From an optimization exercise on the open Yosys and OpenROAD flow, aimed at small area, a short achievable clock period and few clock cycles per item; shortcuts taken in it are not production practice.
RTL that was checked went through simulation tests only; none was proved equivalent to the original.

## run a
==> flow/design.v (excerpt) <==
module tilt_vector_to_angle_sector (
  input  wire         clk,
  input  wire         rst,
  input  wire         accel_valid,
  output wire         accel_stall,
  input  wire  [15:0] accel_x,
  input  wire  [15:0] accel_y,
  output wire         sector_valid,
  input  wire         sector_stall,
  output wire  [4:0]  sector
);
Size in the first run: roughly 0.036 mm² of cells after synthesis.
Settings: LEC_CHECK=0, ABC_AREA=1, CAP_MARGIN=20, CORE_MARGIN=2, CORE_UTILIZATION=40, SETUP_SLACK_MARGIN=2.5, SLEW_MARGIN=20; clock period 5.0 ns.
run.sh (not shown) runs the stock make flow with config.mk's settings and CLKGATE_MAP_FILE= SYNTH_SCRIPT=/design/flow/synth_recipe.tcl, a recipe that flattens the netlist after the stock synthesis.
Run a went all the way through synthesis, placement and routing and the layout is clean on timing, DRC and antenna.
The following lists how run b was set up differently from run a:
-- flow/design.v --
<<< run a, line 68
    endcase
  endfunction
  reg        stall_q;
  wire       accept = accel_valid & ~stall_q;
>>> run b, line 68
    endcase
  endfunction
  function automatic [15:0] abs16(input [15:0] v);
    integer j;
    reg     any;
    begin
      any = 1'b0;
      for (j = 0; j < 16; j = j + 1) begin
        abs16[j] = v[j] ^ (v[15] & any);
        any = any | v[j];
      end
    end
  endfunction
  reg        stall_q;
  wire       accept = accel_valid & ~stall_q;
<<< run a, line 77
    sx <= accel_x[15];
    sy <= accel_y[15];
    ax <= accel_x[15] ? 16'd0 - accel_x : accel_x;
    ay <= accel_y[15] ? 16'd0 - accel_y : accel_y;
  end
  wire        d0  = sx ^ sy;
  wire [16:0] s1x = {1'b0, ax} + {1'b0, ay};
  wire [15:0] s1y = d0 ? ay - ax : ax - ay;
  wire        yz  = (ay == 16'd0);
  wire        xz  = (ax == 16'd0);
>>> run b, line 88
    sx <= accel_x[15];
    sy <= accel_y[15];
    ax <= abs16(accel_x);
    ay <= abs16(accel_y);
  end
  wire        d0  = sx ^ sy;
  wire [16:0] s1x;
  wire [15:0] dyx, dxy;
  tvas_ks_add #(.W(17)) u_s1x (.a({1'b0, ax}), .b({1'b0, ay}), .ci(1'b0), .s(s1x));
  tvas_ks_add #(.W(16)) u_dyx (.a(ay), .b(~ax), .ci(1'b1), .s(dyx));
  tvas_ks_add #(.W(16)) u_dxy (.a(ax), .b(~ay), .ci(1'b1), .s(dxy));
  wire [15:0] s1y = d0 ? dyx : dxy;
  wire        yz  = (ay == 16'd0);
  wire        xz  = (ax == 16'd0);
<<< run a, line 112
  wire [13:1]      b_bus;
  wire [13:1]      v_bus;
  wire [1:0]       d1314;             
  assign vx_bus[XW*1 +: XW] = {x1, 2'b00};
  assign vy_bus[18*1 +: 18] = {y1, 2'b00};
>>> run b, line 127
  wire [13:1]      b_bus;
  wire [13:1]      v_bus;
  wire [2:0]       d1214;             
  assign vx_bus[XW*1 +: XW] = {x1, 2'b00};
  assign vy_bus[18*1 +: 18] = {y1, 2'b00};
<<< run a, line 162
          yq <= ny;
        end
        assign vx_bus[XW*(k+1) +: XW] = {{(XW - $bits(xq)){1'b0}}, xq};
        assign vy_bus[18*(k+1) +: 18] = {{(18-WN){yq[WN-1]}}, yq};
      end
>>> run b, line 177
          yq <= ny;
        end
        assign vx_bus[XW*(k+1) +: XW] = {{(XW - ((k < 9) ? XW : 11)){1'b0}}, xq};
        assign vy_bus[18*(k+1) +: 18] = {{(18-WN){yq[WN-1]}}, yq};
      end
<<< run a, line 260
            endcase
          end
          wire [10:0] o1 = {1'b0, tlo[9:0]};
          wire [10:0] o2 = {2'b00, lin};
          wire [10:0] o3 = {9'd0, dk, dk};
          wire [10:0] cs = o1 ^ o2 ^ o3;
          wire [10:0] cc = {(o1[9:0] & o2[9:0]) | (o1[9:0] & o3[9:0]) | (o2[9:0] & o3[9:0]), 1'b0};
          wire [10:0] sq_n;
          tvas_ks_add #(.W(11)) u_sq (.a(cs), .b(cc), .ci(1'b0), .s(sq_n));
          reg [4:0]  hq;
          reg [10:0] sq;
>>> run b, line 275
            endcase
          end
          wire [10:0] sq_n;
          tvas_ks_add #(.W(11)) u_sq (.a({1'b0, tlo[9:0]}), .b({2'b00, lin}), .ci(1'b0), .s(sq_n));
          reg [4:0]  hq;
          reg [10:0] sq;
<<< run a, line 286
          tvas_ks_add #(.W(7)) u_y14a (.a(sa), .b(ca), .ci(~e), .s(y14a));
          tvas_ks_add #(.W(7)) u_y14b (.a(sb), .b(cb), .ci(e), .s(y14b));
          reg d13q, d14q;
          always @(posedge clk) begin
            d13q <= d13;
            d14q <= d13 ? ~y14a[6] : ~y14b[6];
          end
          assign d1314 = {d14q, d13q};
        end
      end
>>> run b, line 296
          tvas_ks_add #(.W(7)) u_y14a (.a(sa), .b(ca), .ci(~e), .s(y14a));
          tvas_ks_add #(.W(7)) u_y14b (.a(sb), .b(cb), .ci(e), .s(y14b));
          reg d12q, d13q, d14q;
          always @(posedge clk) begin
            d12q <= dk;
            d13q <= d13;
            d14q <= d13 ? ~y14a[6] : ~y14b[6];
          end
          assign d1214 = {d14q, d13q, d12q};
        end
      end
<<< run a, line 298
  wire [10:0] s13  = d_bus[16*13 +: 11];
  wire [4:0]  h13  = d_bus[16*13 + 11 +: 5];
  wire        d13f = d1314[0];
  wire        d14f = d1314[1];
  wire        all1 = &s13[9:1];
  wire        cy   = s13[10] | (all1 & s13[0] & (d13f | d14f)) |
                     (all1 & ~s13[0] & d13f & d14f);
  wire [4:0]  hb   = h13 ^ {b_bus[13], 4'b0000};
  wire [4:0]  hb1  = (h13 + 5'd1) ^ {b_bus[13], 4'b0000};
>>> run b, line 309
  wire [10:0] s13  = d_bus[16*13 +: 11];
  wire [4:0]  h13  = d_bus[16*13 + 11 +: 5];
  wire [2:0]  sml  = {1'b0, d1214[0], d1214[0]} + {2'b00, d1214[1]} + {2'b00, d1214[2]};
  wire [3:0]  lo3  = {1'b0, s13[2:0]} + {1'b0, sml};
  wire        cy   = s13[10] | ((&s13[9:3]) & lo3[3]);
  wire [4:0]  hb   = h13 ^ {b_bus[13], 4'b0000};
  wire [4:0]  hb1  = (h13 + 5'd1) ^ {b_bus[13], 4'b0000};
<<< run a, line 352
  always @(posedge clk) begin
    out_d <= sector_stall ? od_ho : od_go;
    if (push) fq[wp] <= pd;
  end
  assign accel_stall  = stall_q;
>>> run b, line 361
  always @(posedge clk) begin
    out_d <= sector_stall ? od_ho : od_go;
    if (pv) fq[wp] <= pd;
  end
  assign accel_stall  = stall_q;
## What came out
Count of flip-flops with a built-in enable after synthesis of run b is on par with run a. Relative to run a, area growth from synthesis to final layout has gone up in run b. Global routing met3 resource utilization: run a vs run b, no meaningful difference. Core util | run b vs run a | run b higher. Re final area: run b is 1.4% down on run a.
Testbench counts of run b, summed over its fixed seeds: cycles 16,120, items 16,000.
Only the layout flow was run in run a; the RTL was not checked for function there.

---

== the previous run ==
Another version of the RTL of tilt_vector_to_angle_sector (not shown whole).
For scale: about 4,400 cells after synthesis, ~640 flip-flops, ~36,000 µm² of cells after synthesis.
// tilt_vector_to_angle_sector
module tilt_vector_to_angle_sector (
  input  wire         clk,
  input  wire         rst,
  input  wire         accel_valid,
  output wire         accel_stall,
  input  wire  [15:0] accel_x,
  input  wire  [15:0] accel_y,
  output wire         sector_valid,
  input  wire         sector_stall,
  output wire  [4:0]  sector
);
clock: 5.0 ns
lec_check: 0
abc_area: 1
cap_margin: 20
core_margin: 2
core_utilization: 40
setup_slack_margin: 2.5
slew_margin: 20
Testbench counts of the previous run, summed over its fixed seeds: cycles 16,120, items 16,000.
What the current run does differently from the previous run at the input level:
-- flow/design.v --
<<< the previous run, line 162
          yq <= ny;
        end
        assign vx_bus[XW*(k+1) +: XW] = {{(XW - ((k < 9) ? XW : 11)){1'b0}}, xq};
        assign vy_bus[18*(k+1) +: 18] = {{(18-WN){yq[WN-1]}}, yq};
      end
>>> the current run, line 162
          yq <= ny;
        end
        assign vx_bus[XW*(k+1) +: XW] = {{(XW - $bits(xq)){1'b0}}, xq};
        assign vy_bus[18*(k+1) +: 18] = {{(18-WN){yq[WN-1]}}, yq};
      end
<<< the previous run, line 260
            endcase
          end
          wire [10:0] o1 = {1'b0, tlo[9:0]};
          wire [10:0] o2 = {2'b00, lin};
          wire [10:0] o3 = {9'd0, dk, dk};
          wire [10:0] cs = o1 ^ o2 ^ o3;
          wire [10:0] cc = {(o1[9:0] & o2[9:0]) | (o1[9:0] & o3[9:0]) | (o2[9:0] & o3[9:0]), 1'b0};
          wire [10:0] sq_n;
          tvas_ks_add #(.W(11)) u_sq (.a(cs), .b(cc), .ci(1'b0), .s(sq_n));
          reg [4:0]  hq;
          reg [10:0] sq;
          always @(posedge clk) begin
            hq <= tlo[14:10];
            sq <= sq_n;
          end
          assign d_bus[16*(k+1) +: 16] = {hq, sq};
          wire       d13 = ~ny[WN-1];
          wire       e    = ~dk & (&vx[4:0]);
          wire [5:0] x13s = vx[10:5];
          wire [6:0] ua = {1'b1, ~x13s};       
          wire [6:0] ub = {1'b0, x13s};
>>> the current run, line 260
            endcase
          end
          reg [4:0]  hq;
          reg [10:0] sq;
          always @(posedge clk) begin
            hq <= tlo[14:10];
            sq <= {1'b0, tlo[9:0]} + {2'b00, lnx};
          end
          assign d_bus[16*(k+1) +: 16] = {hq, sq};
          wire       d13 = ~ny[WN-1];
          wire [5:0] x13s = nx[10:5];
          wire [6:0] ua = {1'b1, ~x13s};       
          wire [6:0] ub = {1'b0, x13s};
<<< the previous run, line 284
          wire [6:0] cb = {(vy[5:0] & xs[5:0]) | (vy[5:0] & ub[5:0]) | (xs[5:0] & ub[5:0]), dk};
          wire [6:0] y14a, y14b;
          tvas_ks_add #(.W(7)) u_y14a (.a(sa), .b(ca), .ci(~e), .s(y14a));
          tvas_ks_add #(.W(7)) u_y14b (.a(sb), .b(cb), .ci(e), .s(y14b));
          reg d13q, d14q;
          always @(posedge clk) begin
>>> the current run, line 276
          wire [6:0] cb = {(vy[5:0] & xs[5:0]) | (vy[5:0] & ub[5:0]) | (xs[5:0] & ub[5:0]), dk};
          wire [6:0] y14a, y14b;
          tvas_ks_add #(.W(7)) u_y14a (.a(sa), .b(ca), .ci(1'b1), .s(y14a));
          tvas_ks_add #(.W(7)) u_y14b (.a(sb), .b(cb), .ci(1'b0), .s(y14b));
          reg d13q, d14q;
          always @(posedge clk) begin
- Re number of nets in the finished design: the previous run was lower than the current run.
- Against the previous run, the current run reports a critical path depth that is higher.
- | wire length of the first global-routing pass | lower: the previous run |
- The current run: routing usage on met3 0.26 points above the previous run
- Going from the previous run to the current run, the actual slew at the worst max-slew pin was found to have gone down by 0.027 ns.
- The previous run → the current run: number of buffers added on ports did not really move, global routing usage summed across all routing layers increased 0.15 points.
- On multiplexer area fraction after synthesis, the previous run and the current run are neck and neck.
- Diff the previous run -> the current run | number of distinct library cell variants in the gate-level netlist after synthesis | down by a few percent
No functional check of the RTL was part of the current run.

## port drivers added, routing unchanged
The flow's constraints put no driver on any port. The routed layouts listed below were extracted and timed again, unchanged, in two steps.
Step 1 assumes that a clkbuf_16 drives the clock port and a buf_2 every other input.
Step 2 adds t to the input delays and takes it off the output delays; t is the mean of the earliest and latest rising clock arrival at the registers after step 1. Input paths then give back, and output paths get back, about the clock's delay inside the block.
a / b / c = ideal ports / drivers / drivers and shift; a / b = the first two.
run	shift t [ns]	setup WS [ns]	hold slack, ns	clock arrival spread, ns
run a	0.679	2.634 / 2.634 / 2.048	0.318 / 0.318 / 0.318	0.028 / 0.027
run b	0.676	2.620 / 2.619 / 2.256	0.292 / 0.292 / 0.292	0.058 / 0.058
the previous run	0.679	2.634 / 2.634 / 2.048	0.318 / 0.318 / 0.318	0.028 / 0.027
the current run	0.684	2.128 / 2.128 / 1.974	0.299 / 0.299 / 0.299	0.046 / 0.046
After both steps setup and hold are still met in every run listed.
